This is an optimization exercise on Yosys and OpenROAD, whose aim is small area, a short achievable clock period and few clock cycles per item, not a production implementation.
The RTL was checked by simulation tests, not by an equivalence proof against the original design.

==> flow/design.v <==
module wprr_remap (
  input  logic               clk_i,
  input  logic               rst_ni,
  input  logic               start_i,
  input  logic [11:0] wheel_mm_i,
  input  logic [31:0]  interval_i,
  output logic               done_o,
  output logic [9:0]  quotient_o
);
  localparam int unsigned TIME_BITS = 32;
  localparam int unsigned MEAS_W    = 32;
  localparam int unsigned NEXT_W    = 32;
  localparam int unsigned WHEEL_W    = 12;
  localparam int unsigned SLOW_W     = 16;
  localparam int unsigned DEBOUNCE_W = 10;
  localparam int unsigned IDLE_W     = 16;
  localparam int unsigned PULSE_W    = 8;
  localparam int unsigned HOLD_W     = 22;
  localparam int unsigned CFG_IDX_W  = 3;
  localparam int unsigned CFG_DATA_W = 32;
  localparam logic [WHEEL_W-1:0]    WHEEL_RST    = WHEEL_W'(2360);
  localparam logic [SLOW_W-1:0]     SLOW_RST     = SLOW_W'(383);
  localparam logic [DEBOUNCE_W-1:0] DEBOUNCE_RST = DEBOUNCE_W'(100);
  localparam logic [IDLE_W-1:0]     IDLE_RST     = IDLE_W'(4000);
  localparam logic [PULSE_W-1:0]    PULSE_RST    = PULSE_W'(2);
  localparam logic [HOLD_W-1:0]     HOLD_RST     = HOLD_W'(900000);
  localparam logic [NEXT_W-1:0]     NEXT_RST     = NEXT_W'(999999);
  localparam int unsigned Q_BITS  = 10;
  localparam int unsigned MCAND_W = 21;                    
  localparam int unsigned DEN_W   = 43;                    
  localparam int unsigned REM_W   = MCAND_W + 1 + MEAS_W;  
  localparam int unsigned CNT_W   = $clog2(MEAS_W);
  localparam int unsigned WHEEL_SCALE = 360;
  localparam int unsigned DEN_W_SCALE = 36;
  localparam int unsigned DEN_I_SCALE = 2000;
  localparam int unsigned IN_TDATA_W  = 8;
  localparam int unsigned OUT_FIELD_W = 1 + 2 + MEAS_W;
  localparam int unsigned OUT_TDATA_W = ((OUT_FIELD_W + 7) / 8) * 8;
  typedef enum logic [CFG_IDX_W-1:0] {
    CFG_WHEEL_MM    = 3'd0,
    CFG_SLOW_MS     = 3'd1,
    CFG_DEBOUNCE_MS = 3'd2,
    CFG_IDLE_MS     = 3'd3,
    CFG_PULSE_MS    = 3'd4,
    CFG_HOLD_OFF_MS = 3'd5
  } cfg_index_e;
  typedef enum logic [1:0] {
    LAMP_GREEN = 2'd0,
    LAMP_BLUE  = 2'd1,
    LAMP_RED   = 2'd2
  } lamp_e;
  typedef enum logic [1:0] {
    S_IDLE,
    S_DECIDE,
    S_WAIT,
    S_DUE
  } tick_state_e;
  typedef enum logic [1:0] {
    R_IDLE,
    R_MUL,
    R_DIV,
    R_DONE
  } remap_state_e;
  remap_state_e         state_q, state_d;
  logic [CNT_W-1:0]     cnt_q, cnt_d;
  logic [MCAND_W-1:0]   mcand_q, mcand_d;
  logic [MCAND_W:0]     acc_q, acc_d;
  logic [MEAS_W-1:0]    mplr_q, mplr_d;
  logic [DEN_W-1:0]     den_q, den_d;
  logic [REM_W-1:0]     rem_q, rem_d;
  logic [REM_W-1:0]     dsh_q, dsh_d;
  logic [Q_BITS-1:0]    quo_q, quo_d;
  logic [MCAND_W:0]     sum;
  logic                 ge;
  always_ff @(posedge clk_i or negedge rst_ni) begin
    if (!rst_ni) begin
      state_q <= R_IDLE;
      cnt_q   <= '0;
    end else begin
      state_q <= state_d;
      cnt_q   <= cnt_d;
    end
  end
  always_ff @(posedge clk_i) begin
    mcand_q <= mcand_d;
    acc_q   <= acc_d;
    mplr_q  <= mplr_d;
    den_q   <= den_d;
    rem_q   <= rem_d;
    dsh_q   <= dsh_d;
    quo_q   <= quo_d;
  end
  assign sum = acc_q + (mplr_q[0] ? {1'b0, mcand_q} : '0);
  assign ge  = (rem_q >= dsh_q);
  always_comb begin
    state_d = state_q;
    cnt_d   = cnt_q;
    mcand_d = mcand_q;
    acc_d   = acc_q;
    mplr_d  = mplr_q;
    den_d   = den_q;
    rem_d   = rem_q;
    dsh_d   = dsh_q;
    quo_d   = quo_q;
    unique case (state_q)
      R_IDLE: begin
        if (start_i) begin
          mcand_d = MCAND_W'(MCAND_W'(wheel_mm_i) * MCAND_W'(WHEEL_SCALE));
          den_d   = DEN_W'(wheel_mm_i) * DEN_W'(DEN_W_SCALE)
                  + DEN_W'(interval_i) * DEN_W'(DEN_I_SCALE);
          acc_d   = '0;
          mplr_d  = interval_i;
          cnt_d   = CNT_W'(MEAS_W - 1);
          state_d = R_MUL;
        end
      end
      R_MUL: begin
        acc_d  = {1'b0, sum[MCAND_W:1]};
        mplr_d = {sum[0], mplr_q[MEAS_W-1:1]};
        cnt_d  = cnt_q - 1'b1;
        if (cnt_q == '0) begin
          rem_d   = {1'b0, sum[MCAND_W:1], sum[0], mplr_q[MEAS_W-1:1]};
          dsh_d   = REM_W'(den_q) << (Q_BITS - 1);
          quo_d   = '0;
          cnt_d   = CNT_W'(Q_BITS - 1);
          state_d = R_DIV;
        end
      end
      R_DIV: begin
        rem_d = ge ? rem_q - dsh_q : rem_q;
        quo_d = {quo_q[Q_BITS-2:0], ge};
        dsh_d = dsh_q >> 1;
        cnt_d = cnt_q - 1'b1;
        if (cnt_q == '0) begin
          state_d = R_DONE;
        end
      end
      R_DONE: begin
        state_d = R_IDLE;
      end
      default: begin
        state_d = R_IDLE;
      end
    endcase
  end
  assign done_o     = (state_q == R_DONE);
  assign quotient_o = (den_q == '0) ? '0 : quo_q;
endmodule
module wheel_pulse_rate_remapper (
  input  logic                   clk_i,
  input  logic                   rst_ni,
  input  logic                   s_axis_tvalid,
  output logic                   s_axis_tready,
  input  logic [7:0]  s_axis_tdata,
  output logic                   m_axis_tvalid,
  input  logic                   m_axis_tready,
  output logic [39:0] m_axis_tdata,
  input  logic                   cfg_valid_i,
  output logic                   cfg_ready_o,
  input  logic [2:0]   cfg_index_i,
  input  logic [31:0]  cfg_data_i
);
  localparam int unsigned TIME_BITS = 32;
  localparam int unsigned MEAS_W    = 32;
  localparam int unsigned NEXT_W    = 32;
  localparam int unsigned WHEEL_W    = 12;
  localparam int unsigned SLOW_W     = 16;
  localparam int unsigned DEBOUNCE_W = 10;
  localparam int unsigned IDLE_W     = 16;
  localparam int unsigned PULSE_W    = 8;
  localparam int unsigned HOLD_W     = 22;
  localparam int unsigned CFG_IDX_W  = 3;
  localparam int unsigned CFG_DATA_W = 32;
  localparam logic [WHEEL_W-1:0]    WHEEL_RST    = WHEEL_W'(2360);
  localparam logic [SLOW_W-1:0]     SLOW_RST     = SLOW_W'(383);
  localparam logic [DEBOUNCE_W-1:0] DEBOUNCE_RST = DEBOUNCE_W'(100);
  localparam logic [IDLE_W-1:0]     IDLE_RST     = IDLE_W'(4000);
  localparam logic [PULSE_W-1:0]    PULSE_RST    = PULSE_W'(2);
  localparam logic [HOLD_W-1:0]     HOLD_RST     = HOLD_W'(900000);
  localparam logic [NEXT_W-1:0]     NEXT_RST     = NEXT_W'(999999);
  localparam int unsigned Q_BITS  = 10;
  localparam int unsigned MCAND_W = 21;                    
  localparam int unsigned DEN_W   = 43;                    
  localparam int unsigned REM_W   = MCAND_W + 1 + MEAS_W;  
  localparam int unsigned CNT_W   = $clog2(MEAS_W);
  localparam int unsigned WHEEL_SCALE = 360;
  localparam int unsigned DEN_W_SCALE = 36;
  localparam int unsigned DEN_I_SCALE = 2000;
  localparam int unsigned IN_TDATA_W  = 8;
  localparam int unsigned OUT_FIELD_W = 1 + 2 + MEAS_W;
  localparam int unsigned OUT_TDATA_W = ((OUT_FIELD_W + 7) / 8) * 8;
  typedef enum logic [CFG_IDX_W-1:0] {
    CFG_WHEEL_MM    = 3'd0,
    CFG_SLOW_MS     = 3'd1,
    CFG_DEBOUNCE_MS = 3'd2,
    CFG_IDLE_MS     = 3'd3,
    CFG_PULSE_MS    = 3'd4,
    CFG_HOLD_OFF_MS = 3'd5
  } cfg_index_e;
  typedef enum logic [1:0] {
    LAMP_GREEN = 2'd0,
    LAMP_BLUE  = 2'd1,
    LAMP_RED   = 2'd2
  } lamp_e;
  typedef enum logic [1:0] {
    S_IDLE,
    S_DECIDE,
    S_WAIT,
    S_DUE
  } tick_state_e;
  typedef enum logic [1:0] {
    R_IDLE,
    R_MUL,
    R_DIV,
    R_DONE
  } remap_state_e;
  logic [WHEEL_W-1:0]    wheel_q;
  logic [SLOW_W-1:0]     slow_q;
  logic [DEBOUNCE_W-1:0] debounce_q;
  logic [IDLE_W-1:0]     idle_q;
  logic [PULSE_W-1:0]    pulse_q;
  logic [HOLD_W-1:0]     hold_q;
  tick_state_e           state_q, state_d;
  logic [TIME_BITS-1:0]  now_q, now_d;
  logic [TIME_BITS-1:0]  last_read_q, last_read_d;
  logic [TIME_BITS-1:0]  last_write_q, last_write_d;
  logic [MEAS_W-1:0]     meas_q, meas_d;
  logic [NEXT_W-1:0]     next_q, next_d;
  logic                  pending_q, pending_d;
  logic [PULSE_W-1:0]    pulse_left_q, pulse_left_d;
  lamp_e                 lamp_q, lamp_d;
  logic                  out_valid_q, out_valid_d;
  logic [OUT_TDATA_W-1:0] out_data_q, out_data_d;
  logic                  in_fire;
  logic                  out_free;
  logic [TIME_BITS-1:0]  since_read;
  logic [TIME_BITS-1:0]  since_write;
  logic [TIME_BITS-1:0]  due;
  logic [PULSE_W-1:0]    pulse_now;
  logic                  level;
  logic                  remap_start;
  logic                  remap_done;
  logic [Q_BITS-1:0]     remap_q;
  assign cfg_ready_o   = 1'b1;
  assign s_axis_tready = (state_q == S_IDLE);
  assign in_fire       = s_axis_tvalid && s_axis_tready;
  assign out_free      = !out_valid_q || m_axis_tready;
  assign m_axis_tvalid = out_valid_q;
  assign m_axis_tdata  = out_data_q;
  always_ff @(posedge clk_i or negedge rst_ni) begin
    if (!rst_ni) begin
      wheel_q    <= WHEEL_RST;
      slow_q     <= SLOW_RST;
      debounce_q <= DEBOUNCE_RST;
      idle_q     <= IDLE_RST;
      pulse_q    <= PULSE_RST;
      hold_q     <= HOLD_RST;
    end else if (cfg_valid_i && cfg_ready_o) begin
      unique case (cfg_index_i)
        CFG_WHEEL_MM:    wheel_q    <= cfg_data_i[WHEEL_W-1:0];
        CFG_SLOW_MS:     slow_q     <= cfg_data_i[SLOW_W-1:0];
        CFG_DEBOUNCE_MS: debounce_q <= cfg_data_i[DEBOUNCE_W-1:0];
        CFG_IDLE_MS:     idle_q     <= cfg_data_i[IDLE_W-1:0];
        CFG_PULSE_MS:    pulse_q    <= cfg_data_i[PULSE_W-1:0];
        CFG_HOLD_OFF_MS: hold_q     <= cfg_data_i[HOLD_W-1:0];
        default: ;
      endcase
    end
  end
  always_ff @(posedge clk_i or negedge rst_ni) begin
    if (!rst_ni) begin
      state_q      <= S_IDLE;
      now_q        <= '0;
      last_read_q  <= '0;
      last_write_q <= '0;
      meas_q       <= '0;
      next_q       <= NEXT_RST;
      pending_q    <= 1'b1;
      pulse_left_q <= '0;
      lamp_q       <= LAMP_GREEN;
      out_valid_q  <= 1'b0;
    end else begin
      state_q      <= state_d;
      now_q        <= now_d;
      last_read_q  <= last_read_d;
      last_write_q <= last_write_d;
      meas_q       <= meas_d;
      next_q       <= next_d;
      pending_q    <= pending_d;
      pulse_left_q <= pulse_left_d;
      lamp_q       <= lamp_d;
      out_valid_q  <= out_valid_d;
    end
  end
  always_ff @(posedge clk_i) begin
    out_data_q <= out_data_d;
  end
  assign since_read  = now_q - last_read_q;
  assign since_write = now_q - last_write_q;
  assign due         = last_write_q + TIME_BITS'(next_q);
  assign pulse_now   = (due <= now_q) ? pulse_q : pulse_left_q;
  assign level       = (pulse_now != '0);
  always_comb begin
    state_d      = state_q;
    now_d        = now_q;
    last_read_d  = last_read_q;
    last_write_d = last_write_q;
    meas_d       = meas_q;
    next_d       = next_q;
    pending_d    = pending_q;
    pulse_left_d = pulse_left_q;
    lamp_d       = lamp_q;
    out_valid_d  = out_valid_q && !m_axis_tready;
    out_data_d   = out_data_q;
    remap_start  = 1'b0;
    unique case (state_q)
      S_IDLE: begin
        if (in_fire) begin
          if (s_axis_tdata[0] && (since_read > TIME_BITS'(debounce_q))) begin
            meas_d      = MEAS_W'(since_read);
            last_read_d = now_q;
            pending_d   = 1'b1;
          end
          state_d = S_DECIDE;
        end
      end
      S_DECIDE: begin
        if (pending_q) begin
          pending_d = 1'b0;
          if ((meas_q > MEAS_W'(slow_q)) && (since_write >= TIME_BITS'(slow_q))) begin
            next_d  = '0;
            lamp_d  = LAMP_BLUE;
            state_d = S_DUE;
          end else begin
            remap_start = 1'b1;
            state_d     = S_WAIT;
          end
        end else begin
          if (since_write > TIME_BITS'(idle_q)) begin
            lamp_d = LAMP_GREEN;
          end
          state_d = S_DUE;
        end
      end
      S_WAIT: begin
        if (remap_done) begin
          next_d  = NEXT_W'(remap_q);
          lamp_d  = LAMP_RED;
          state_d = S_DUE;
        end
      end
      S_DUE: begin
        if (out_free) begin
          if (due <= now_q) begin
            last_write_d = now_q;
            next_d       = NEXT_W'(hold_q);
          end
          pulse_left_d = level ? pulse_now - 1'b1 : '0;
          out_data_d   = OUT_TDATA_W'({meas_q, lamp_q, level});
          out_valid_d  = 1'b1;
          now_d        = now_q + 1'b1;
          state_d      = S_IDLE;
        end
      end
      default: begin
        state_d = S_IDLE;
      end
    endcase
  end
  wprr_remap u_remap (
    .clk_i      (clk_i),
    .rst_ni     (rst_ni),
    .start_i    (remap_start),
    .wheel_mm_i (wheel_q),
    .interval_i (meas_q),
    .done_o     (remap_done),
    .quotient_o (remap_q)
  );
endmodule
==> flow/run.sh <==
#!/bin/bash
# synth_recipe.tcl (not shown) runs the flow's synth.tcl, then flattens the netlist and writes it again
# the make line also repeats each setting of config.mk as NAME=value (left out here)
make -C /OpenROAD-flow-scripts/flow DESIGN_CONFIG=/design/flow/config.mk WORK_HOME=/design/flow/orfs CLKGATE_MAP_FILE= SYNTH_SCRIPT=/design/flow/synth_recipe.tcl finish
==> flow/config.mk <==
export PLATFORM = sky130hd
export DESIGN_NAME = wheel_pulse_rate_remapper
export DESIGN_NICKNAME = wheel_pulse_rate_remapper
export VERILOG_FILES = /design/flow/design.v
export SDC_FILE = /design/flow/constraint.sdc
export NUM_CORES = 4
export LEC_CHECK = 0
export CAP_MARGIN = 20
export CORE_MARGIN = 2
export CORE_UTILIZATION = 40
export SLEW_MARGIN = 20
==> flow/constraint.sdc <==
create_clock -name core_clock -period 8.0 [get_ports {clk_i}]
set_input_delay 1.6000 -clock core_clock [delete_from_list [all_inputs] [get_ports {clk_i}]]
set_output_delay 1.6000 -clock core_clock [all_outputs]
set_load 0.01 [all_outputs]
==> impl.org <==
** Synthesis
- After synthesis, the share of flip-flops with an asynchronous set or reset is 0.4942.
- The largest total area in the synthesized netlist belongs to edfxtp_1.
- The Yosys step of the flow raised 2 warnings.
- Number of distinct standard cells referenced by the synthesized netlist :: 93
- Post-synthesis cell count :: 3,861
- Sequential area share after synthesis :: 0.3649
- Sorting the synthesized cells by how often they occur yields inv_1 (497), ha_1 (416), nand2_1 (262), edfxtp_1 (261), a21oi_1 (229).
- The share of synthesized area in the top cell type comes to 0.2003.
- Count of flip-flops with a built-in enable after synthesis :: 261
- Mapped Avg Cell Area :: 10.13 sq um
- Post-synthesis register bit count :: 516
- Yosys instantiated no cell more often than inv_1.
- Main area contributors after synthesis :: edfxtp_1 (20%), dfrtp_1 (13%), ha_1 (13%), fa_1 (7.3%), inv_1 (4.8%)
- The synthesized netlist occupies a cell area of 39,120 sq um.
- In the synthesized netlist the dominant register cell turns out to be edfxtp_1.

** GRT
- After global routing the overflow that remains totals 0.
- Pin count of the biggest net entering global routing :: 137
- Across every metal layer, demand over resource in global routing totals 0.2004.
- First-pass GRT wire length :: 157,300 um
- Via count of the first global-routing pass :: 28,210
- The initial antenna violation count was 1.

** STA
- Setup violations remaining at the end of the flow were counted as 0.
- Tmin final :: 7175 ps
- Post-route fraction of the period consumed by the critical path :: 0.8969
- The count of pins over their slew limit came to 0.
- Unrepaired setup endpoints after global routing :: no
- Transition time at the pin with the least slew margin :: 1049 ps
- F_max :: 0.1394 GHz
- The number of failing hold endpoints at the final stage was 0.
- Fin Clk Skew :: 44.88 ps
- In the final timing run, aggregate negative setup slack is 0 ps.
- Worst slew margin relative to its limit :: 0.3008

** Cells and area
- Area of the multi-input gates :: 22,650 sq um
- Summing all flip-flop and latch instances after layout gives 14,280 sq um.
- The layout has 9,179 filler cells.
- ANT cells :: 0
- Layout area overhead :: 10.62%
- Cell area after layout :: 43,280 sq um
- Of the cells placed in the final design, the portion with a size suffix greater than 1 is 0.08795.
- Total number of nets in the final design :: 4,526

** Floorplanning
- I/O pins :: 91
- Initial standard-cell utilization of the core :: 0.4039
- X dimension of the die :: 316.7 um
- The die covers 100,300 sq um.
- Row generation in the floorplan step produced 114 rows.
- The total area inside the core boundary comes to 96,850 sq um.
- Die Span Y :: 316.7 um

** Routing
- For this run, the detailed router's first-pass iteration total came to 5.
- Routed len/inst :: 18.86 um
- Ratio of routed vias to standard cells :: 5.314
- The routed design has 98,880 um of wire.
- Overall via count from detail_route :: 27,870
- Drc violations :: 0
- Once detail routing completed, the nets flagged for antenna violations numbered 0.
- Initial detailed-routing violation count :: 1,606

** Worst setup path
- Worst Setup End Kind :: register
- Kind of start point of the critical path :: register
- The worst setup path is of the reg2reg kind.
- Critical path arrival :: 7560 ps
- At the worst endpoint, the required time is 8380 ps.
- CP max FO :: 9

** Placed design
- Number of buffer cells added on primary ports :: 67
- Post-place instance area :: 41,250 sq um
- Final estimated routing congestion in global placement :: 0.8746
- The HPWL after detailed placement is 78,380 um.

** Clocking
- After clock tree synthesis, the setup repair step added 0 buffers.
- # H-tree levels :: 2
- CTS buffer count :: 60
- CTS saw 516 sinks.
- The number of gates resized after CTS was 0.
- CTS root buf :: clkbuf_16
- Maximum clock path buffer count :: 3
- At the later pin of the worst-skew pair, clock insertion delay measures 650 ps.
- Clock-pin slew was measured on the worst setup and hold paths at 60 ps.
- After clock tree synthesis, the flow added hold-fix buffers numbering 0.
- CTS tree :: done

** Run status
- The flow ran to the end and the layout has no timing, DRC or antenna violations.

** Run
- Count of max-cap constraint violations :: 0

** Hold path
- Worst hold path class :: reg2reg
-- worst max-delay path: stages (launching register included) --
cell and delay, ps:
dfrtp_1 630, inv_1 180, fa_1 600, fa_1 460, fa_1 510, fa_1 510
inv_1 40, ha_1 330, o21a_1 130, o31a_1 120, o31ai_1 720, nand2_1 110
a21oi_1 200, xnor2_1 140, ha_1 230, or3_1 120, o21ai_0 60, a21oi_1 220
nor4b_1 660, and3b_1 330, nor2b_1 330, nand3_1 140, xnor2_1 140
-- registers in the layout, indices dropped and copies added (netlist names), 10 cells and up --
name,cells
next_q,22
u_remap.den_q,41
u_remap.mcand_q,16
u_remap.rem_q,54
idle_q,16
last_read_q,32
hold_q,22
slow_q,16
u_remap.quo_q,10
out_data_q,35
u_remap.acc_q,21
wheel_q,12
meas_q,32
u_remap.dsh_q,52
u_remap.mplr_q,32
debounce_q,10
last_write_q,32
now_q,32
-- layout make-up --
| class | instances | area share |
|---|---|---|
| clock buffers | 76 | 0.03724 |
| clock inverters | 35 | 0.009396 |
| inverters | 498 | 0.04319 |
| multi-input cells | 2754 | 0.5234 |
| flip-flops and latches | 516 | 0.3299 |
| well taps | 1276 | 0.03689 |
| repair buffers | 89 | 0.02001 |
-- logic make-up after synthesis --
group,Yosys count,synth area share
XOR/XNOR,253,0.05699
AO/OA/AOI/OAI,860,0.1415
adder cells (fa/ha/maj),559,0.2062
AND/OR/NAND/NOR,843,0.1056
multiplexers,233,0.06623
buffers and inverters,595,0.05833
other,2,0.0001920
flip-flops,516,0.3649
-- final timing paths --
kind	startpoint	end	slack [ps]	cells past startpoint
max	meas_q[1]	u_remap.den_q[37]	820	22
min	lamp_q[0]	out_data_q[1]	460	0
max reg2reg	meas_q[1]	u_remap.den_q[37]	820	22
min reg2reg	lamp_q[0]	out_data_q[1]	460	0
max in group asynchronous	rst_ni	wheel_q[10]	5730	2
min in group asynchronous	rst_ni	last_write_q[31]	940	1
-- placed cells by master, fill, tap and decap left out, drive strengths merged, types with 23 or more instances in the layout --
cell and count:
a21o 121, a21oi 231, a31oi 25, and2 57, and3 31, buf 23, clkbuf 76, clkdlybuf4s50 66
dfrtp 208, dfstp 47, edfxtp 261, fa 143, ha 416, inv 501, mux2 177, mux2i 56
nand2 263, nand2b 33, nand3 58, nand4 48, nor2 173, nor2b 34, nor3 55, nor4 32
o21a 35, o21ai 223, o21bai 28, xnor2 176, xor2 76
-- metal layers --
| layer | global-route usage | vias to the layer above | wire length [um] |
|---|---|---|---|
| met3 | 0.01846 | 126 | 2951 |
| li1 | - | 13740 | - |
| met1 | 0.2697 | 13550 | 46380 |
| met2 | 0.3459 | 447 | 47130 |
| met4 | 0.05339 | 0 | 2421 |
| met5 | 0 | - | 0 |
-- metrics by stage --
stage / std cells / util / worst slack, ps / hold slack (ps)
global placement: 5133 / 0.4259 / 882.0 / 436.1
global route: 5244 / 0.4468 / 431.4 / 479.9
finish: 5244 / 0.4468 / 824.8 / 462.9
detailed placement: 5133 / 0.4259 / 813.7 / 448.4
CTS: 5244 / 0.4468 / 786.3 / 463.2
floorplan: 3865 / - / 1530 / 417.8
Testbench counts, summed over its fixed seeds: cycles 41,778, items 8,000.

==> static timing again, ports no longer ideal <==
The results above use ideal ports. As a check the final layout listed here was re-extracted and re-timed, cells and wires unchanged.
Step 1 sets driving cells, clkbuf_16 on the clock port and buf_2 on the other inputs (assumed; they add their load-dependent delay and slew).
Step 2 moves the port delays by t, midway between the first and last clock arrival at a register: inputs arrive t later, outputs are due t later. That takes back most of the time a late clock gives input paths.
Three values: ideal ports, drivers, drivers and shift; two values: the first two.
shift t [ns]: 0.699
slack for setup (ns): 0.825 / 0.825 / 0.825
worst hold slack (ns): 0.463 / 0.463 / 0.463
clock arrival spread, ns: 0.045 / 0.045
After both steps this run still meets setup and hold. For this run, drivers alone change the setup slack by 0.000 ns; drivers and shift together by 0.000 ns.
